From an optimization exercise on the open Yosys and OpenROAD flow, aimed at a short achievable clock period and few clock cycles per item; shortcuts taken in it are not production practice.
Only simulation tests tie the RTL to the original design; equivalence was not proved.
Power and IR drop assume default switching activity.

## flow/design.v (module list and top-level ports; edited modules follow where they fit)
// module hsid_fifo: 40 lines
// module hsid_main_fsm: 92 lines
// module hsid_mse: 124 lines
// module hsid_sq2: 766 lines
// module hsid_mse_comp: 42 lines
// module hsid_main: 64 lines
module hsid_main (
  input  logic                    clk,
  input  logic                    reset,
  input  logic                    start,
  input  logic                    clear,               
  input  logic                    hsi_vctr_in_valid,
  input  hsid_pkg::word_t         hsi_vctr_in,         
  input  hsid_pkg::bands_t        hsi_bands_in,        
  input  hsid_pkg::lib_ref_t      library_size_in,     
  output logic                    ready,
  output logic                    idle,
  output logic                    done,
  output hsid_pkg::mse_extremes_t mse_extremes
);
  // ...
==> flow/flow/run.sh <==
#!/bin/bash
# The standard layout (standard synthesis, floorplan, place, CTS, route),
# with timing repair asked to leave 9.5 ns of setup slack at the design's
# 13.5 ns clock, so that it also sizes and buffers paths far shorter than the
# clock period. make's output goes to standard.log; each ORFS step keeps its
# own log under orfs/logs/.
set -euo pipefail
bash standard.sh SETUP_SLACK_MARGIN=9.5 finish > standard.log 2>&1
==> flow/standard.sh <==
#!/bin/bash
# synth_recipe.tcl (not shown) runs the flow's synth.tcl, then flattens the netlist and writes it again
# the make line also repeats each setting of config.mk as NAME=value (left out here)
make -C /OpenROAD-flow-scripts/flow DESIGN_CONFIG=/design/flow/config.mk WORK_HOME=/design/flow/orfs CLKGATE_MAP_FILE= SYNTH_SCRIPT=/design/flow/synth_recipe.tcl "${@:-finish}"
==> flow/config.mk <==
export PLATFORM = sky130hd
export DESIGN_NAME = hsid_main
export DESIGN_NICKNAME = hsid_main
export VERILOG_FILES = /design/flow/design.v
export SDC_FILE = /design/flow/constraint.sdc
export NUM_CORES = 4
export LEC_CHECK = 0
export CAP_MARGIN = 20
export CORE_MARGIN = 2
export CORE_UTILIZATION = 65
export CTS_CLUSTER_DIAMETER = 100
export CTS_CLUSTER_SIZE = 24
export PLACE_DENSITY = 0.75
export SLEW_MARGIN = 20
==> flow/constraint.sdc <==
create_clock -name core_clock -period 13.5 [get_ports {clk}]
set_input_delay 2.7000 -clock core_clock [delete_from_list [all_inputs] [get_ports {clk}]]
set_output_delay 2.7000 -clock core_clock [all_outputs]
set_load 0.01 [all_outputs]
==> out/results.ini, run 1 <==
[synth]
synth_top_family_by_area = compound AO/OA/AOI/OAI gates
ys.flop_type = edfxtp_1
synth.distinct_cells = 93
synth_area_um2 = 243000
yosys-top-cells-count = nor2_1 (4685), a21oi_1 (4578), edfxtp_1 (4156), ha_1 (1334), clkbuf_1 (1238)
yosys.area_share.simple_pct = 11.1

[hold_path]
hp-start = mse_unit.quo[4][18]
hold_depth = 0

[route]
avgViaCountPerCell = 6.46
wl_met2_um = 330000

[worst_setup_path]
regToRegStartpoint = mse_unit.mulB[15][0]
cp_num_cells = 1
worstPathCellList = buf_6

[power_and_ir_drop]
powerDensity_nw_per_um2 = 160
seq_cell_power_mw = 18.2
power.leakage_nw = 98.2
maxPowerGroup = registers
ir_worst_vdd_v = 0.000157

[layout]
clock_buffers = 411
largest_register_ffs = 4096
seq_cell_count = 5062

[status]
status = finished clean

[sta]
relSlewSlack_pct = 18.3
hold_viol_final = 0

[floorplan]
tap_cells = 4972
pin_count = 148

[global_route]
grt_max_degree = 99

Testbench counts, summed over its fixed seeds: cycles 246,238, items 3,445.
==> module hsid_main_fsm, before the edit <==
module hsid_main_fsm (
  input  logic                 clk,
  input  logic                 reset,
  input  logic                 start,
  input  hsid_pkg::bands_t     hsi_bands,
  input  hsid_pkg::lib_ref_t   library_size,
  input  logic                 hsi_vctr_in_valid,
  input  logic                 run_done,        
  output logic                 take,            
  output logic                 run_start,       
  output logic                 tag_meas,        
  output logic                 tag_first,       
  output logic                 tag_last,        
  output logic                 tag_final,       
  output hsid_pkg::bands_t     bands,           
  output hsid_pkg::word_idx_t  last_idx,        
  output logic                 idle_int,        
  output logic                 ready,
  output logic                 idle,
  output logic                 done
);
  hsid_pkg::word_idx_t  wcnt;         
  hsid_pkg::lib_ref_t   vcnt;         
  hsid_pkg::lib_ref_t   lib_size;
  hsid_pkg::word_idx_t  wcnt_inc;
  hsid_pkg::lib_ref_t   vcnt_inc;
  logic                 wlast_inc;    
  logic                 vlast_inc;    
  logic                 single;       
  logic                 ready_int;    
  assign idle_int  = idle_q;
  assign run_start = idle_q && start;
  assign take      = hsi_vctr_in_valid && ready_int;
  assign single    = last_idx == '0;
  assign wcnt_inc  = wcnt + 1'b1;
  assign vcnt_inc  = vcnt + 1'b1;
  assign wlast_inc = wcnt_inc == last_idx;
  assign vlast_inc = vcnt_inc == lib_size;
  logic idle_q;
  logic done_int;
  always_ff @(posedge clk) begin
    if (reset) begin
      idle_q    <= 1'b1;
      ready_int <= 1'b0;
      idle      <= 1'b1;
      ready     <= 1'b0;
      done      <= 1'b0;
      done_int  <= 1'b0;
    end else begin
      done_int <= run_done;
      done     <= run_done && !idle_q;                    
      if (idle_q && start) begin
        idle_q    <= 1'b0;
        ready_int <= 1'b1;
      end
      if (hsi_vctr_in_valid && ready_int && tag_last && tag_final) ready_int <= 1'b0;  
      if (done_int) idle_q <= 1'b1;
      if (idle && start) begin
        idle  <= 1'b0;
        ready <= 1'b1;
      end
      if (hsi_vctr_in_valid && ready && tag_last && tag_final) ready <= 1'b0;
      if (done_int) idle <= 1'b1;
    end
  end
  always_ff @(posedge clk) begin
    if (idle_q) begin
      bands     <= hsi_bands;
      last_idx  <= hsid_pkg::word_idx_t'((hsi_bands - 8'd1) >> 1);
      lib_size  <= library_size;
      wcnt      <= '0;
      vcnt      <= '0;
      tag_meas  <= 1'b1;
      tag_first <= 1'b1;
      tag_last  <= hsi_bands <= 8'd2;
      tag_final <= 1'b0;
    end else if (take) begin
      if (tag_last) begin
        wcnt      <= '0;
        vcnt      <= vcnt_inc;
        tag_meas  <= 1'b0;
        tag_first <= 1'b1;
        tag_last  <= single;
        tag_final <= vlast_inc;
      end else begin
        wcnt      <= wcnt_inc;
        tag_first <= 1'b0;
        tag_last  <= wlast_inc;
      end
    end
  end
endmodule
==> module hsid_mse, before the edit <==
module hsid_mse (
  input  logic              clk,
  input  logic              reset,
  input  logic              in_valid,       
  input  logic              in_first,       
  input  logic              in_last,        
  input  logic              in_final,       
  input  hsid_pkg::bands_t  bands,          
  input  hsid_pkg::word_t   element_a,      
  input  hsid_pkg::word_t   element_b,      
  output logic              mse_valid,
  output logic              mse_final,      
  output hsid_pkg::word_t   mse_value
);
  localparam int SW    = hsid_pkg::SUM_WIDTH;
  localparam int QW    = hsid_pkg::WORD_WIDTH;        
  localparam int NSTEP = QW / 4;                      
  localparam int SPS   = hsid_pkg::DIV_STEPS;         
  localparam int NST   = (NSTEP + SPS - 1) / SPS;     
  hsid_pkg::sample_t a_lo, a_hi, b_lo, b_hi;
  logic              mask_hi;
  logic              s1_valid, s1_first, s1_last, s1_final;
  hsid_pkg::sample_t s1_dlo, s1_dhi;
  assign a_lo    = element_a[15:0];
  assign a_hi    = element_a[31:16];
  assign b_lo    = element_b[15:0];
  assign b_hi    = element_b[31:16];
  assign mask_hi = in_last && bands[0];               
  always_ff @(posedge clk) begin
    s1_dlo   <= (a_lo > b_lo) ? a_lo - b_lo : b_lo - a_lo;
    s1_dhi   <= mask_hi ? '0 : ((a_hi > b_hi) ? a_hi - b_hi : b_hi - a_hi);
    s1_first <= in_first;
    s1_last  <= in_last;
    s1_final <= in_final;
  end
  logic              s2_valid, s2_first, s2_last, s2_final;
  logic [32:0]       sq_r0, sq_r1;
  logic [32:0]       s2_r0, s2_r1;
  hsid_sq2 sq (.a(s1_dlo), .b(s1_dhi), .r0(sq_r0), .r1(sq_r1));
  always_ff @(posedge clk) begin
    s2_r0    <= sq_r0;
    s2_r1    <= sq_r1;
    s2_first <= s1_first;
    s2_last  <= s1_last;
    s2_final <= s1_final;
  end
  logic              s3_valid, s3_first, s3_last, s3_final;
  logic [33:0]       s3_sq;
  always_ff @(posedge clk) begin
    s3_sq    <= s2_valid ? 34'(s2_r0) + 34'(s2_r1) : '0;  
    s3_first <= s2_valid && s2_first;
    s3_last  <= s2_last;
    s3_final <= s2_final;
  end
  hsid_pkg::sum_t acc, acc_next;
  logic           s4_valid, s4_final;
  hsid_pkg::sum_t s4_sum;
  assign acc_next = (s3_first ? '0 : acc) + SW'(s3_sq);
  always_ff @(posedge clk) begin
    acc      <= acc_next;
    s4_sum   <= acc_next;
    s4_final <= s3_final;
  end
  always_ff @(posedge clk) begin
    if (reset) begin
      s1_valid <= 1'b0;
      s2_valid <= 1'b0;
      s3_valid <= 1'b0;
      s4_valid <= 1'b0;
    end else begin
      s1_valid <= in_valid;
      s2_valid <= s1_valid;
      s3_valid <= s2_valid;
      s4_valid <= s3_valid && s3_last;                
    end
  end
  logic [11:0]   mulB [16];                           
  logic [7:0]    rem  [NST+1];
  logic [QW-1:0] quo  [NST+1];                        
  logic          dv   [NST+1];
  logic          dfin [NST+1];
  always_ff @(posedge clk) begin
    for (int j = 0; j < 16; j++) mulB[j] <= 12'(j) * 12'(bands);
  end
  assign rem[0]  = s4_sum[SW-1:QW];
  assign quo[0]  = s4_sum[QW-1:0];
  assign dv[0]   = s4_valid;
  assign dfin[0] = s4_final;
  for (genvar g = 0; g < NST; g++) begin : g_div
    logic [11:0] t;
    logic [12:0] d  [16];
    logic [16:0] ge;                                  
    logic [15:0] sel;                                 
    logic [7:0]  r;
    logic [3:0]  qd;
    always_comb begin
      t = {rem[g], quo[g][QW-1:QW-4]};
      ge = '0;
      for (int j = 0; j < 16; j++) begin
        d[j]  = {1'b0, t} - {1'b0, mulB[j]};
        ge[j] = !d[j][12];
      end
      for (int j = 0; j < 16; j++) sel[j] = ge[j] && !ge[j+1];
      r  = '0;
      qd = '0;
      for (int j = 0; j < 16; j++) begin
        r  = r  | (sel[j] ? d[j][7:0] : 8'd0);
        qd = qd | (sel[j] ? 4'(j) : 4'd0);
      end
    end
    always_ff @(posedge clk) begin
      rem[g+1]  <= r;
      quo[g+1]  <= {quo[g][QW-5:0], qd};
      dfin[g+1] <= dfin[g];
    end
    always_ff @(posedge clk) begin
      if (reset) dv[g+1] <= 1'b0;
      else       dv[g+1] <= dv[g];
    end
  end
  assign mse_valid = dv[NST];
  assign mse_final = dfin[NST];
  assign mse_value = quo[NST];
endmodule
==> run 2, diff against run 1 <==
--- a/flow/design.v
+++ b/flow/design.v
@@ -104,29 +104,35 @@
   assign vlast_inc = vcnt_inc == lib_size;
   logic idle_q;
   logic done_int;
+  logic ready_next;
+  logic idle_next;
+  assign ready_next = (idle_q && start) ||
+                      (ready_int && !(hsi_vctr_in_valid && tag_last && tag_final));  
+  assign idle_next  = done_int || (idle_q && !start);
   always_ff @(posedge clk) begin
     if (reset) begin
       idle_q    <= 1'b1;
       ready_int <= 1'b0;
-      idle      <= 1'b1;
-      ready     <= 1'b0;
-      done      <= 1'b0;
       done_int  <= 1'b0;
     end else begin
       done_int <= run_done;
-      done     <= run_done && !idle_q;                    
       if (idle_q && start) begin
         idle_q    <= 1'b0;
         ready_int <= 1'b1;
       end
-      if (hsi_vctr_in_valid && ready_int && tag_last && tag_final) ready_int <= 1'b0;  
+      if (hsi_vctr_in_valid && ready_int && tag_last && tag_final) ready_int <= 1'b0;
       if (done_int) idle_q <= 1'b1;
-      if (idle && start) begin
-        idle  <= 1'b0;
-        ready <= 1'b1;
-      end
-      if (hsi_vctr_in_valid && ready && tag_last && tag_final) ready <= 1'b0;
-      if (done_int) idle <= 1'b1;
+    end
+  end
+  always_ff @(posedge clk) begin
+    if (reset) begin
+      idle  <= 1'b1;
+      ready <= 1'b0;
+      done  <= 1'b0;
+    end else begin
+      idle  <= idle_next;
+      ready <= ready_next;
+      done  <= run_done && !idle_q;                        
     end
   end
   always_ff @(posedge clk) begin
@@ -233,13 +239,13 @@
       s4_valid <= s3_valid && s3_last;                
     end
   end
-  logic [11:0]   mulB [16];                           
+  logic [12:0]   nmulB [16];                          
   logic [7:0]    rem  [NST+1];
   logic [QW-1:0] quo  [NST+1];                        
   logic          dv   [NST+1];
   logic          dfin [NST+1];
   always_ff @(posedge clk) begin
-    for (int j = 0; j < 16; j++) mulB[j] <= 12'(j) * 12'(bands);
+    for (int j = 0; j < 16; j++) nmulB[j] <= 13'd0 - 13'(j) * 13'(bands);
   end
   assign rem[0]  = s4_sum[SW-1:QW];
   assign quo[0]  = s4_sum[QW-1:0];
@@ -256,7 +262,7 @@
       t = {rem[g], quo[g][QW-1:QW-4]};
       ge = '0;
       for (int j = 0; j < 16; j++) begin
-        d[j]  = {1'b0, t} - {1'b0, mulB[j]};
+        d[j]  = {1'b0, t} + nmulB[j];
         ge[j] = !d[j][12];
       end
       for (int j = 0; j < 16; j++) sel[j] = ge[j] && !ge[j+1];
==> flow/flow/run.sh (replaced) <==
#!/bin/bash
# The standard layout (standard synthesis, floorplan, place, CTS, route),
# with timing repair asked to leave 9.5 ns of setup slack at the design's
# 13.5 ns clock, so that it also sizes and buffers paths far shorter than the
# clock period, and clock-tree buffers at most 300 um apart. make's output
# goes to standard.log; each ORFS step keeps its own log under orfs/logs/.
set -euo pipefail
bash standard.sh SETUP_SLACK_MARGIN=9.5 CTS_BUF_DISTANCE=300 finish > standard.log 2>&1
==> out/results.ini, run 2 <==
[worst_setup_path]
worstPathCellList = buf_12, buf_16, ha_1, fa_1, a21o_1, a21oi_4, o21ai_1, a2111oi_2, nor4_4, nor2b_2, nor2_4, nand4_1
cpPeakStageDelay_ps = 620
required_ps = 14010
critPathArrivalTime_ps = 4620
critical_path.startpoint_type = flop
crit_type = reg -> reg
critPathCaptureType = flop
slowest_stage = nand4_1
critical_path.top_delay_family = simple AND/OR/NAND/NOR gates
path_max_fanout = 20
path_buf_inv = 2

[route]
avgViaCountPerCell = 6.40  ; -0.91%
wire_per_inst_um = 25.1
drt_first_iter_violations = 19800
dr.pass1.iters = 7
ant_nets = 0
routed-via-count = 177000
drcViolationCount = 0
drt-total-wl_um = 694000

[power_and_ir_drop]
p_total_mw = 41.7
pwr-share-seq_pct = 44.3
powerDensity_nw_per_um2 = 158  ; -1.4%
switching_share_pct = 35.2
clkPwrFrac_pct = 21.5
ir_worst_vdd_v = 0.000169  ; +7.7%
pwr-share-comb_pct = 34.2
switchingPower_mw = 14.7
internal_power_mw = 27.0
power.leakage_nw = 101  ; +2.5%

[floorplan]
initial_utilization_pct = 65.3
dieArea_um2 = 386000
die_w_um = 621
num_rows = 226
coreArea_um2 = 379000
dieHeight_um = 621
pin_count = 148  ; unchanged

[synth]
synth.largest_area_cell = edfxtp_1
syn_avg_cell_area_um2 = 10.8
synth.distinct_cells = 101  ; +8.6%
synth_area_um2 = 247000  ; +1.8%
yosys_warnings = 19
synth_cells = 23000
yosys-top-cells-count = nor2_1 (4710), a21oi_1 (4706), edfxtp_1 (4156), ha_1 (1415), clkbuf_1 (1275)
synth_seq_cells = 5074
yosysTopAreaCellShare_pct = 50.4
synth_nets = 24700
yosysMostFrequentCell = nor2_1
yosysSeqAreaShare_pct = 57.9
synth.area.top_cells = edfxtp_1 (50%), a21oi_1 (9.5%), dfxtp_1 (7.4%)
async_flop_share_pct = 0
ys.flop_type = edfxtp_1
synth_edf_count = 4156

[global_route]
grtUsageMet3_pct = 5.98
met2_usage_pct = 55.2
grt_pass1_vias = 166000
gr-usage-met1_pct = 47.9
grt_first_pass_wirelength_um = 1030000
gr-total-overflow = 0
busiest_layer = met2
grt_max_degree = 90  ; -9.1%
grt_util_all_layers_pct = 35.5
antenna_found_initial = 59

[clock_tree]
cts_made_buffers = 267
htree_levels = 5
clk_pin_slew_ps = 90
cts.sinks = 5074
clkLatencyLatePin_ps = 930
cts-root-buf = clkbuf_16
cts_tree = yes
clk_path_buf_depth = 4

[sta]
slew_viol_final = 0
finalSetupTns_ps = 0
post-route-period-util_pct = 30.4
hold-worst-slack_ps = 309
rsz0062_at_grt = true
setup_viol = 0
hold_viol_final = 0  ; unchanged
tightest_slew_ps = 1170
fin_skew_ps = 64.3
relSlewSlack_pct = 21.9  ; +3.7 points
finalCriticalPeriod_ps = 4110
fmax_mhz = 243
setup_ws_ps = 9390

[placed_design]
dp_hpwl_um = 438000
placement.io_buffers = 147
gp_congestion = 1.02
place_area_um2 = 253000
pre_cts_slack_ps = 8560

[layout]
design_area_um2 = 264000
largest_register_ffs = 4096  ; unchanged
final_cell_mix = nor2_1 (4703), a21oi_1 (4671), edfxtp_1 (4156)
drive_gt1_share_pct = 6.96
fillers = 27800
largest_register = fifo_measure.mem
layout_commonest_cell = nor2_1
top_regs = fifo_measure.mem x4096, mse_unit.quo x256, fifo_measure.tail x128
nets = 24200
area_delta_synth_final_pct = 6.80

[flow_run]
drv_cap = 0

[status]
status = finished clean

[hold_path]
hold_path.class = reg -> reg

==> run 2: changes by cell type in the layout (fill, tap and decap cells not counted), moves of 57 or more <==
cell / change
xnor2_1: +129
a21o_1: +62
dfxtp_2: +61
o21ai_0: -127
nand3_1: +62
o21ai_1: +112
a21oi_1: +103
ha_1: +73
buf_4: +58
clkbuf_1: -57
diode_2: +64
==> run 2: stage by stage <==
step / cells / utilization [%]
6_report: 27700 / 69.7
3_5_place_dp: 27000 / 66.8
4_1_cts: 27500 / 69.2
5_1_grt: 27600 / 69.7
3_3_place_gp: 27000 / 66.8
2_1_floorplan: 23000 / -
==> run 2: final cells by class <==
| type | instances | area [um^2] | share of cell area, % |
|---|---|---|---|
| Multi-Input combinational cell | 15700 | 97600 | 36.9 |
| Inverter | 665 | 2500 | 0.946 |
| Timing Repair Buffer | 696 | 6030 | 2.28 |
| Sequential cell | 5074 | 144000 | 54.4 |
| Clock inverter | 36 | 559 | 0.212 |
| Antenna cell | 132 | 330 | 0.125 |
| Clock buffer | 364 | 7270 | 2.75 |
| Tap cell | 5016 | 6280 | 2.37 |
==> run 2: worst paths after layout <==
check	from	slack, ps	end	cells after the start
worst min register to register	mse_unit.quo[6][26]	310	mse_unit.quo[7][30]	0
worst min-delay path	mse_unit.quo[6][26]	310	mse_unit.quo[7][30]	0
worst max-delay path	mse_unit.nmulB[15][0]	9390	mse_unit.quo[5][2]	12
worst max register to register	mse_unit.nmulB[15][0]	9390	mse_unit.quo[5][2]	12
==> run 2: worst reg2reg max path: stages, from the launching register on <==
cell	delay [ps]
dfxtp_2	340
buf_12	160
buf_16	220
ha_1	280
fa_1	520
a21o_1	290
a21oi_4	220
o21ai_1	110
a2111oi_2	440
nor4_4	120
nor2b_2	230
nor2_4	180
nand4_1	620
==> run 2: timing repair <==
item | CTS | global route
cloned | 3 | 1
setup buffers | 79 | 78
hold buffers | 0 | 0
gates resized for setup | 668 | 232
pin swaps | 8 | 41
setup endpoints to repair | 757 | 575
==> run 2: cell families (layout without fill, tap and decap cells) <==
group | Yosys count | count (layout) | share of synthesized area (%)
AO/OA/AOI/OAI | 6507 | 6508 | 14.7
XOR/XNOR | 822 | 822 | 2.92
adder cells (fa/ha/maj) | 1697 | 1697 | 9.44
buffers and inverters | 2174 | 1761 | 3.31
flip-flops | 5074 | 5074 | 57.9
multiplexers | 157 | 158 | 0.641
other | 0 | 132 | 0
AND/OR/NAND/NOR | 6523 | 6523 | 11.1
==> run 2: per-layer routing <==
metal | vias to the layer above | part of all wire, % | routed length [um]
met5 | - | 0.017 | 117
met4 | 18 | 6.2 | 43000
met3 | 1672 | 9.0 | 62800
met2 | 8071 | 46 | 317000
met1 | 86700 | 39 | 271000
li1 | 80800 | - | -
==> run 2: power by group through the flow <==
stage	clock (mW)	combinational, mW	sequential (mW)
floorplan	0	9.09	18.7
global placement	0	13.2	18.8
detailed placement	0	13.4	18.8
CTS	9.06	13.6	18.4
global route	9.50	15.5	18.5
finish	8.96	14.3	18.5
Testbench counts of run 2, summed over its fixed seeds: cycles 246,238, items 3,445.
==> run 3, diff against run 2 <==
--- a/flow/design.v
+++ b/flow/design.v
@@ -239,13 +239,15 @@
       s4_valid <= s3_valid && s3_last;                
     end
   end
-  logic [12:0]   nmulB [16];                          
+  logic [12:0]   nmulB  [16];                         
+  logic [12:0]   nmulB2 [16];                         
   logic [7:0]    rem  [NST+1];
   logic [QW-1:0] quo  [NST+1];                        
   logic          dv   [NST+1];
   logic          dfin [NST+1];
   always_ff @(posedge clk) begin
     for (int j = 0; j < 16; j++) nmulB[j] <= 13'd0 - 13'(j) * 13'(bands);
+    for (int j = 0; j < 16; j++) nmulB2[j] <= nmulB[j];
   end
   assign rem[0]  = s4_sum[SW-1:QW];
   assign quo[0]  = s4_sum[QW-1:0];
@@ -262,7 +264,7 @@
       t = {rem[g], quo[g][QW-1:QW-4]};
       ge = '0;
       for (int j = 0; j < 16; j++) begin
-        d[j]  = {1'b0, t} + nmulB[j];
+        d[j]  = {1'b0, t} + ((g < NST / 2) ? nmulB[j] : nmulB2[j]);
         ge[j] = !d[j][12];
       end
       for (int j = 0; j < 16; j++) sel[j] = ge[j] && !ge[j+1];
==> out/results.ini, run 3 <==
[worst_setup_path]
r2r_end = mse_unit.rem[2][3]
path_max_fanout = 3  ; -85%
slowest_stage = dfxtp_4
path_buf_inv = 1  ; -1
worstPathCellList = buf_6
critPathCaptureType = output port
regToRegStartpoint = mse_unit.nmulB[7][5]
cpPeakStageDelay_ps = 380  ; -240 ps
crit_type = reg -> out
reg2reg_depth = 10  ; -2
critical_path.startpoint_type = flop
critPathArrivalTime_ps = 1460  ; -3160 ps
rrSetupSlack_ps = 9390  ; about the same
required_ps = 10800  ; -3210 ps
critical_path.top_delay_family = flip-flops

[power_and_ir_drop]
power.leakage_nw = 101  ; +0.32%
powerDensity_nw_per_um2 = 159  ; +0.69%
ir_worst_vdd_v = 0.000267  ; +58%

[layout]
largest_register_ffs = 4096  ; unchanged
ff_latch_area_um2 = 145000  ; +1.2%
design_area_um2 = 268000  ; +1.4%
multi_input_area_um2 = 99500  ; +2.0%
final_cell_mix = nor2_1 (4837), a21oi_1 (4731), edfxtp_1 (4156)
layout.cells.non_filler = 28400  ; +2.6%
fillers = 28200  ; +1.5%
layout_commonest_cell = nor2_1
top_regs = fifo_measure.mem x4096, mse_unit.quo x256, fifo_measure.tail x128
largest_register = fifo_measure.mem
nets = 24800  ; +2.5%
area_delta_synth_final_pct = 6.55
drive_gt1_share_pct = 6.52  ; -0.43 points

[synth]
synth.distinct_cells = 97  ; -4.0%
yosys-top-cells-count = nor2_1 (4845), a21oi_1 (4747), edfxtp_1 (4156), ha_1 (1414), clkbuf_1 (1298)
ys.flop_type = edfxtp_1
yosysSeqAreaShare_pct = 57.6  ; -0.26 points
synth_cells = 23600  ; +2.8%
yosysMostFrequentCell = nor2_1
async_flop_share_pct = 0  ; unchanged
synth_area_um2 = 251000  ; +1.6%
synth_seq_cells = 5157  ; +1.6%
yosys_warnings = 20  ; +1
synth.largest_area_cell = edfxtp_1
yosysTopAreaCellShare_pct = 49.6  ; -0.81 points
syn_avg_cell_area_um2 = 10.7  ; -1.2%
synth_nets = 25400  ; +2.6%
synth.area.top_cells = edfxtp_1 (50%), a21oi_1 (9.4%), dfxtp_1 (8.0%)
synth_edf_count = 4156  ; unchanged

[placed_design]
gp_congestion = 1.00  ; -1.5%
dp.cells = 27800  ; +2.9%
place_area_um2 = 258000  ; +1.7%
placement.io_buffers = 147  ; unchanged
dp_hpwl_um = 490000  ; +12%

[sta]
setup_viol = 0  ; unchanged
relSlewSlack_pct = 8.86  ; -13 points
rsz0062_at_grt = true
hold_viol_final = 0  ; unchanged
fmax_mhz = 241  ; -1.1%
slew_viol_final = 0  ; unchanged
finalSetupTns_ps = 0  ; unchanged
finalCriticalPeriod_ps = 4160  ; +46.4 ps
post-route-period-util_pct = 30.8  ; +0.34 points
tightest_slew_ps = 1370  ; +196 ps
fin_skew_ps = 54.7  ; -9.59 ps

[clock_tree]
clk_pin_slew_ps = 90  ; about the same
cts-root-buf = clkbuf_16
clk_path_buf_depth = 4  ; unchanged
cts_made_buffers = 266  ; -0.37%
htree_levels = 5  ; unchanged
clkLatencyLatePin_ps = 990  ; +60 ps
postCtsHoldBufs = 0  ; unchanged
cts.sinks = 5157  ; +1.6%
cts_tree = yes

[status]
status = finished clean

[floorplan]
dieHeight_um = 626  ; +0.80%
initial_utilization_pct = 65.2  ; about the same
pin_count = 148  ; unchanged
coreArea_um2 = 385000  ; +1.7%
die_w_um = 626  ; +0.80%
num_rows = 228  ; +0.88%
dieArea_um2 = 392000  ; +1.6%

[global_route]
grt_util_all_layers_pct = 37.6  ; +2.2 points
grt_first_pass_wirelength_um = 1100000  ; +6.6%
gr-total-overflow = 0  ; unchanged
grt_pass1_vias = 171000  ; +2.8%
grt_max_degree = 127  ; +41%
antenna_found_initial = 67  ; +14%

[route]
drt_first_iter_violations = 25500  ; +29%
ant_nets = 0  ; unchanged
drcViolationCount = 0  ; unchanged
routed-via-count = 185000  ; +4.3%
drt-total-wl_um = 753000  ; +8.4%
dr.pass1.iters = 8  ; +1
wire_per_inst_um = 26.5  ; +5.7%
avgViaCountPerCell = 6.51  ; +1.6%

[hold_path]
hold_depth = 0  ; unchanged
min_to = mse_unit.quo[5][22]
hold_path.class = reg -> reg
hp-start = mse_unit.quo[4][18]

[flow_run]
drv_cap = 0  ; unchanged

[run 3: changes by cell type after synthesis, sizes merged, moves of 76 or more]
| cell | before | now |
|---|---|---|
| nand2 | 525 | 698 |
| nor2 | 4710 | 4845 |
| o21ai | 489 | 594 |
| a211oi | 66 | 153 |
| dfxtp | 918 | 1001 |
| mux2i | 146 | 70 |
[run 3: power breakdown]
group / switching (mW) / internal, mW / leakage (nW)
clock network: 5.21 / 3.89 / 3.81
logic: 8.75 / 5.45 / 51.1
registers: 1.32 / 17.9 / 46.1
total: 15.3 / 27.3 / 101
[run 3: layout make-up]
type / instances / area share, %
multi-input cells: 16300 / 37.1
flip-flops and latches: 5157 / 54.3
inverters: 628 / 0.884
diodes: 53 / 0.0495
clock inverters: 43 / 0.236
repair buffers: 681 / 2.23
well taps: 5175 / 2.42
clock buffers: 400 / 2.74
[run 3: cell families after synthesis]
kind of cell	Yosys count	synth area share, %
AO/OA/AOI/OAI	6807	15.3
AND/OR/NAND/NOR	6964	11.7
adder cells (fa/ha/maj)	1696	9.28
flip-flops	5157	57.6
multiplexers	84	0.341
buffers and inverters	2172	3.26
XOR/XNOR	721	2.52
[run 3: how the worst max path moves through the flow]
stage,startpoint,to,slack (ps),cells after the start
2_1_floorplan,reset,mse_comp.extremes[49],9410,8
3_3_place_gp,reset,mse_comp.extremes[65],8270,9
3_5_place_dp,reset,mse_comp.extremes[86],8270,7
4_1_cts,mse_comp.extremes[84],mse_extremes[84],9270,1
5_1_grt,mse_comp.extremes[71],mse_extremes[71],9300,1
6_report,mse_comp.extremes[69],mse_extremes[69],9340,1
[run 3: metal layers]
metal,global-route usage (%),vias up,part of all wire (%)
met3,8.85,1528,12
met4,14.0,34,4.3
met1,54.4,89800,40
met2,55.7,10100,43
met5,0,-,0.033
li1,-,83500,-
[run 3: timing repair]
action	CTS	global route
resized for setup	688	150
cloned	2	0
buffers inserted	75	52
setup endpoints to repair	624	255
pin swaps	7	15
[run 3: per-stage QoR]
step / setup slack (ps) / power [mW] / util, % / hold WS [ps]
finish: 9340 / 42.5 / 69.5 / 318
global route: 9300 / 44.4 / 69.5 / 321
CTS: 9270 / 42.1 / 69.2 / 314
detailed placement: 8270 / 33.1 / 66.8 / 312
global placement: 8270 / 32.8 / 66.8 / 310
floorplan: 9410 / 28.2 / - / 310
[run 3: worst reg2reg max path: stages, from the launching register on]
cell	delay [ps]
dfxtp_1	1060
ha_1	440
o21a_1	130
o211ai_1	170
a21oi_1	60
a2111oi_0	540
xnor2_1	360
nand2b_1	320
o22ai_1	120
o21ai_0	390
nand4b_1	320
Testbench counts of run 3, summed over its fixed seeds: cycles 246,238, items 3,445.
==> module hsid_fifo, before the edit <==
module hsid_fifo #(
  parameter int DEPTH = hsid_pkg::ELEMENTS_MAX,  
  parameter int GROUP = 4                        
) (
  input  logic                clk,
  input  logic                idle,        
  input  hsid_pkg::bands_t    bands_in,    
  input  logic                take,        
  input  logic                load,        
  input  hsid_pkg::word_idx_t last_idx,    
  input  hsid_pkg::word_t     data_in,     
  output hsid_pkg::word_t     head         
);
  localparam int NGRP = DEPTH / GROUP;
  hsid_pkg::word_t [DEPTH-1:0] mem;
  logic [DEPTH-1:0] tail;                  
  logic [NGRP-1:0]  used;                  
  logic [NGRP-1:0]  shift;                 
  logic [DEPTH-1:0] put_new;               
  logic [DEPTH-1:0] put_head;              
  assign head     = mem[0];
  assign put_new  = load ? tail : '0;
  assign put_head = load ? '0 : tail;
  always_ff @(posedge clk) begin
    for (int i = 0; i < DEPTH; i++) tail[i] <= int'(last_idx) == i;
    if (idle) for (int k = 0; k < NGRP; k++) used[k] <= int'(bands_in) > 2 * k * GROUP;
    shift <= take ? used : '0;
  end
  always_ff @(posedge clk) begin
    for (int k = 0; k < NGRP; k++) begin
      if (shift[k]) begin
        for (int j = 0; j < GROUP; j++) begin
          if (put_new[k*GROUP+j])         mem[k*GROUP+j] <= data_in;
          else if (put_head[k*GROUP+j] || k * GROUP + j == DEPTH - 1) mem[k*GROUP+j] <= mem[0];
          else                            mem[k*GROUP+j] <= mem[k*GROUP+j+1];
        end
      end
    end
  end
endmodule
==> module hsid_main, before the edit <==
module hsid_main (
  input  logic                    clk,
  input  logic                    reset,
  input  logic                    start,
  input  logic                    clear,               
  input  logic                    hsi_vctr_in_valid,
  input  hsid_pkg::word_t         hsi_vctr_in,         
  input  hsid_pkg::bands_t        hsi_bands_in,        
  input  hsid_pkg::lib_ref_t      library_size_in,     
  output logic                    ready,
  output logic                    idle,
  output logic                    done,
  output hsid_pkg::mse_extremes_t mse_extremes
);
  logic                take;
  logic                run_start;
  logic                run_done;
  logic                idle_int;
  logic                tag_meas, tag_first, tag_last, tag_final;
  hsid_pkg::bands_t    bands;
  hsid_pkg::word_idx_t last_idx;
  hsid_pkg::word_t     w_word;
  logic                w_valid;
  logic                w_meas, w_first, w_last, w_final;
  hsid_pkg::word_t     measure_word;
  logic                mse_valid;
  logic                mse_final;
  hsid_pkg::word_t     mse_value;
  hsid_main_fsm fsm (
    .clk(clk), .reset(reset), .start(start),
    .hsi_bands(hsi_bands_in), .library_size(library_size_in),
    .hsi_vctr_in_valid(hsi_vctr_in_valid), .run_done(run_done),
    .take(take), .run_start(run_start),
    .tag_meas(tag_meas), .tag_first(tag_first), .tag_last(tag_last), .tag_final(tag_final),
    .bands(bands), .last_idx(last_idx),
    .idle_int(idle_int), .ready(ready), .idle(idle), .done(done)
  );
  always_ff @(posedge clk) begin
    if (reset) w_valid <= 1'b0;
    else       w_valid <= take;
  end
  always_ff @(posedge clk) begin
    w_word  <= hsi_vctr_in;
    w_meas  <= tag_meas;
    w_first <= tag_first;
    w_last  <= tag_last;
    w_final <= tag_final;
  end
  hsid_fifo fifo_measure (
    .clk(clk), .idle(idle_int), .bands_in(hsi_bands_in), .take(take), .load(w_meas), .last_idx(last_idx),
    .data_in(w_word), .head(measure_word)
  );
  hsid_mse mse_unit (
    .clk(clk), .reset(reset),
    .in_valid(w_valid && !w_meas), .in_first(w_first), .in_last(w_last), .in_final(w_final),
    .bands(bands), .element_a(measure_word), .element_b(w_word),
    .mse_valid(mse_valid), .mse_final(mse_final), .mse_value(mse_value)
  );
  hsid_mse_comp mse_comp (
    .clk(clk), .reset(reset), .clear(clear), .idle(idle_int),
    .mse_valid(mse_valid), .mse_final(mse_final), .mse_value(mse_value),
    .extremes(mse_extremes), .run_done(run_done)
  );
endmodule
==> run 4, diff against run 3 <==
--- a/flow/design.v
+++ b/flow/design.v
@@ -31,8 +31,7 @@
   input  logic                idle,        
   input  hsid_pkg::bands_t    bands_in,    
   input  logic                take,        
-  input  logic                load,        
-  input  hsid_pkg::word_idx_t last_idx,    
+  input  logic                load_next,   
   input  hsid_pkg::word_t     data_in,     
   output hsid_pkg::word_t     head         
 );
@@ -44,10 +43,11 @@
   logic [DEPTH-1:0] put_new;               
   logic [DEPTH-1:0] put_head;              
   assign head     = mem[0];
-  assign put_new  = load ? tail : '0;
-  assign put_head = load ? '0 : tail;
+  assign put_head = put_new ? '0 : tail;
+  always_ff @(posedge clk) put_new <= load_next ? tail : '0;
   always_ff @(posedge clk) begin
-    for (int i = 0; i < DEPTH; i++) tail[i] <= int'(last_idx) == i;
+    if (idle) for (int i = 0; i < DEPTH; i++)
+      tail[i] <= bands_in[0] ? int'(bands_in[7:1]) == i : int'(bands_in[7:1]) == i + 1;
     if (idle) for (int k = 0; k < NGRP; k++) used[k] <= int'(bands_in) > 2 * k * GROUP;
     shift <= take ? used : '0;
   end
@@ -239,15 +239,13 @@
       s4_valid <= s3_valid && s3_last;                
     end
   end
-  logic [12:0]   nmulB  [16];                         
-  logic [12:0]   nmulB2 [16];                         
+  logic [12:0]   nmulB [16];                          
   logic [7:0]    rem  [NST+1];
   logic [QW-1:0] quo  [NST+1];                        
   logic          dv   [NST+1];
   logic          dfin [NST+1];
   always_ff @(posedge clk) begin
     for (int j = 0; j < 16; j++) nmulB[j] <= 13'd0 - 13'(j) * 13'(bands);
-    for (int j = 0; j < 16; j++) nmulB2[j] <= nmulB[j];
   end
   assign rem[0]  = s4_sum[SW-1:QW];
   assign quo[0]  = s4_sum[QW-1:0];
@@ -264,7 +262,7 @@
       t = {rem[g], quo[g][QW-1:QW-4]};
       ge = '0;
       for (int j = 0; j < 16; j++) begin
-        d[j]  = {1'b0, t} + ((g < NST / 2) ? nmulB[j] : nmulB2[j]);
+        d[j]  = {1'b0, t} + nmulB[j];
         ge[j] = !d[j][12];
       end
       for (int j = 0; j < 16; j++) sel[j] = ge[j] && !ge[j+1];
@@ -1148,7 +1146,7 @@
     w_final <= tag_final;
   end
   hsid_fifo fifo_measure (
-    .clk(clk), .idle(idle_int), .bands_in(hsi_bands_in), .take(take), .load(w_meas), .last_idx(last_idx),
+    .clk(clk), .idle(idle_int), .bands_in(hsi_bands_in), .take(take), .load_next(tag_meas),
     .data_in(w_word), .head(measure_word)
   );
   hsid_mse mse_unit (
==> flow/flow/run.sh (replaced) <==
#!/bin/bash
# The standard layout (standard synthesis, floorplan, place, CTS, route),
# with timing repair asked to leave 9.5 ns of setup slack at the design's
# 13.5 ns clock, so that it also sizes and buffers paths far shorter than the
# clock period. make's output goes to standard.log; each ORFS step keeps its
# own log under orfs/logs/.
set -euo pipefail
bash standard.sh SETUP_SLACK_MARGIN=9.5 finish > standard.log 2>&1
==> out/results.ini, run 4 <==
[layout]
largest_register = fifo_measure.mem
nets = 33000  ; +33%
area_delta_synth_final_pct = 7.35
largest_register_ffs = 4096  ; unchanged
fillers = 34000  ; +20%
drive_gt1_share_pct = 7.88  ; +1.4 points
top_regs = fifo_measure.mem x4096, mse_unit.quo x256
final_cell_mix = nand2_1 (4613), nor2_1 (4418), a21oi_1 (4289)
layout_commonest_cell = nand2_1

[synth]
yosys-top-cells-count = nand2_1 (4731), nor2_1 (4497), a21oi_1 (4487), edfxtp_1 (4284), o21ai_0 (3674)
synthAdderAreaFrac_pct = 7.92  ; -1.4 points
yosys_warnings = 19  ; -5.0%
async_flop_share_pct = 0  ; unchanged
synth_xor_area_share_pct = 2.18  ; -0.34 points
ys.flop_type = edfxtp_1
synth_seq_cells = 5202  ; +0.87%
synth_compound_area_share_pct = 19.3  ; +4.0 points
synth.area.top_cells = edfxtp_1 (44%), a21oi_1 (7.6%), o21ai_0 (6.2%)
synth_mux_area_share_pct = 1.28  ; +0.94 points
synth_nets = 34500  ; +36%
yosysSeqAreaShare_pct = 49.9  ; -7.7 points
yosys.area_share.simple_pct = 15.1  ; +3.4 points
synth.largest_area_cell = edfxtp_1
synth_edf_count = 4284  ; +3.1%
yosysTopAreaCellShare_pct = 43.6  ; -6.0 points
synth.distinct_cells = 106  ; +9.3%
synth_top_family_by_area = compound AO/OA/AOI/OAI gates
yosysMostFrequentCell = nand2_1
synth_cells = 32700  ; +39%
synth_area_um2 = 295000  ; +17%
syn_avg_cell_area_um2 = 9.01  ; -15%

[power_and_ir_drop]
power.leakage_nw = 117  ; +16%
ir_worst_vdd_v = 0.000131  ; -51%
p_total_mw = 44.5  ; +4.7%
powerDensity_nw_per_um2 = 141  ; -11%

[worst_setup_path]
critical_path.startpoint_type = flop
slowest_stage = or4_4
path_buf_inv = 6  ; +5
r2r_end = fifo_measure.mem[100]
rrSetupSlack_ps = 9150  ; -240 ps
critPathArrivalTime_ps = 5090  ; +3630 ps
required_ps = 14240  ; +3440 ps
crit_type = reg -> reg
critPathCaptureType = flop
regToRegStartpoint = fifo_measure.put_new[75]
reg2reg_depth = 13  ; +3
cpPeakStageDelay_ps = 710  ; +330 ps
critical_path.top_delay_family = simple AND/OR/NAND/NOR gates
path_max_fanout = 12  ; +9
worstPathCellList = buf_12, nor4_4, buf_4, nand4_1, or4_4, nor2_4, buf_8, buf_16, buf_16, buf_12, nand2_8, a21oi_1, o21ai_0

[sta]
finalCriticalPeriod_ps = 4350  ; +197 ps
fin_skew_ps = 123  ; +68.0 ps
slew_viol_final = 0  ; unchanged
tightest_slew_ps = 1290  ; -71.4 ps
post-route-period-util_pct = 32.2  ; +1.5 points
hold_viol_final = 0  ; unchanged
fmax_mhz = 230  ; -4.5%
setup_viol = 0  ; unchanged
relSlewSlack_pct = 13.7  ; +4.9 points
finalSetupTns_ps = 0  ; unchanged
rsz0062_at_grt = true

[clock_tree]
cts_made_buffers = 245  ; -7.9%
clk_path_buf_depth = 4  ; unchanged
cts.sinks = 5202  ; +0.87%
clk_pin_slew_ps = 100  ; about the same
cts-root-buf = clkbuf_16
clkLatencyLatePin_ps = 1120  ; +130 ps
htree_levels = 4  ; -1
cts_tree = yes

[global_route]
antenna_found_initial = 58  ; -13%
grt_util_all_layers_pct = 43.9  ; +6.2 points
grt_first_pass_wirelength_um = 1510000  ; +37%
gr-total-overflow = 0  ; unchanged
grt_pass1_vias = 228000  ; +34%
grt_max_degree = 109  ; -14%

[placed_design]
placement.io_buffers = 147  ; unchanged
gp_congestion = 0.970  ; -3.0%
dp_hpwl_um = 635000  ; +30%

[route]
routed-via-count = 253000  ; +37%
dr.pass1.iters = 11  ; +3
wire_per_inst_um = 28.7  ; +8.4%
drt-total-wl_um = 1080000  ; +43%
drt_first_iter_violations = 43400  ; +70%
ant_nets = 0  ; unchanged
avgViaCountPerCell = 6.75  ; +3.7%
drcViolationCount = 0  ; unchanged

[hold_path]
min_to = mse_unit.quo[4][26]
hold_path.class = reg -> reg
hp-start = mse_unit.quo[3][22]
hold_depth = 0  ; unchanged

[floorplan]
initial_utilization_pct = 65.2  ; about the same
pin_count = 148  ; unchanged
coreArea_um2 = 452000  ; +17%
die_w_um = 677  ; +8.2%
num_rows = 247  ; +8.3%
dieArea_um2 = 459000  ; +17%
dieHeight_um = 677  ; +8.2%

[flow_run]
drv_cap = 0  ; unchanged

[status]
status = finished clean

## run 4: cell count changes after synthesis, sizes merged, moves of 33 or more
cell / change
buf: +97
a21oi: -260
xor2: +33
o21ai: +3956
and2: +139
clkbuf: +1134
edfxtp: +128
mux2i: +262
nand4: -36
dfxtp: -83
nand2: +4058
nor2: -347
## run 4: power breakdown
group / total, mW / internal (mW) / switching [mW] / leakage (nW)
Sequential: 19.3 / 18.3 / 1.02 / 47.0
Clock: 8.97 / 3.54 / 5.43 / 3.47
Combinational: 16.2 / 6.03 / 10.2 / 66.3
Total: 44.5 / 27.9 / 16.7 / 117
## run 4: metal layers
layer  global-route usage, %  wire, um  up-vias
met5                       0       208        -
met4                    25.0     79000       30
met3                    11.5    166000     3917
met2                    63.1    446000    19600
met1                    60.4    385000   118000
li1                        -         -   112000
## run 4: worst max path at each step
stage | from | to | slack, ps | cells after the start
3_5_place_dp | fifo_measure.put_new[47] | fifo_measure.mem[765] | 7330 | 10
4_1_cts | mse_comp.extremes[12] | mse_extremes[12] | 9200 | 1
6_report | fifo_measure.put_new[75] | fifo_measure.mem[100] | 9150 | 13
5_1_grt | fsm.bands[0] | mse_unit.nmulB[15][12] | 9180 | 14
2_1_floorplan | fsm.bands[2] | mse_unit.nmulB[15][12] | 9460 | 13
3_3_place_gp | fifo_measure.put_new[47] | fifo_measure.mem[932] | 7400 | 10
## run 4: layout make-up
type                       count  area (um^2)  share of cell area, %
timing repair buffer        1030        11300                   3.56
clock inverter                30          528                  0.167
antenna                       32         80.1                 0.0253
multi-input combinational  24200       140000                   44.2
sequential                  5202       148000                   46.7
tap                         5976         7480                   2.36
inverter                     622         2750                  0.870
clock buffer                 422         6830                   2.16
timing repair inverter         2         17.5                0.00554
## run 4: through the flow
stage	instances	cell area [um^2]	util (%)	worst slack [ps]	hold WS, ps
5_1_grt	37500	316000	70.0	9180	325
4_1_cts	37300	311000	68.8	9200	325
3_5_place_dp	36700	299000	66.1	7330	312
3_3_place_gp	36700	299000	66.1	7400	310
2_1_floorplan	32700	295000	-	9460	310
6_report	37500	316000	70.0	9150	322
## run 4: worst register-to-register path: cells and delay by family (launching register included)
family | cells | cell delay [ps]
AOI/OAI and AO/OA | 2 | 690
buffers and inverters | 6 | 1070
DFF | 1 | 360
and+or+nand+nor | 5 | 1890
## run 4: repair_timing
| action | 4_1_cts | 5_1_grt |
|---|---|---|
| pin swaps | 48 | 71 |
| endpoints found under the hold margin | 0 | 0 |
| hold buffers | 0 | 0 |
| cloned | 31 | 101 |
| setup buffers | 131 | 90 |
| resized for setup | 1243 | 742 |
| setup endpoints to repair | 4417 | 4401 |
## run 4: cells by family (layout without fill, tap and decap cells)
family                     Yosys count  after routing
and+or+nand+nor                  10800          10900
AOI/OAI and AO/OA                10500          10500
DFF                               5202           5202
xor gates and xnor gates           733            733
buffers and inverters             3397           2106
adders and majority gates         1696           1696
muxes                              372            372
other                                0             32
Testbench counts of run 4, summed over its fixed seeds: cycles 246,238, items 3,445.

[afterwards: timing with drivers on the ports]
The results above use ideal ports. As a check the final layouts listed here were re-extracted and re-timed, cells and wires unchanged. Step 1: set_driving_cell puts a clkbuf_16 on clk and a buf_2 on each other input, an assumption about the parent block. Step 2 also shifts input and output timing later by t, the mid clock arrival at the registers, as if the neighbouring blocks saw the same clock. Slacks: ideal / step 1 / step 2; pairs: ideal / step 1.
run	t, ns	setup slack, ns	hold slack, ns
run 1	1.070	9.326 / 9.205 / 8.821	0.311 / 0.311 / 0.311
run 2	1.026	9.390 / 9.296 / 8.703	0.309 / 0.309 / 0.309
run 3	1.066	9.344 / 9.228 / 8.533	0.318 / 0.318 / 0.318
run 4	1.202	9.147 / 9.116 / 8.393	0.322 / 0.322 / 0.322
After both steps setup and hold are still met in every run listed. The setup slack of run 3, which loses most, moves by -0.116 ns with the drivers and by -0.811 ns with both steps.
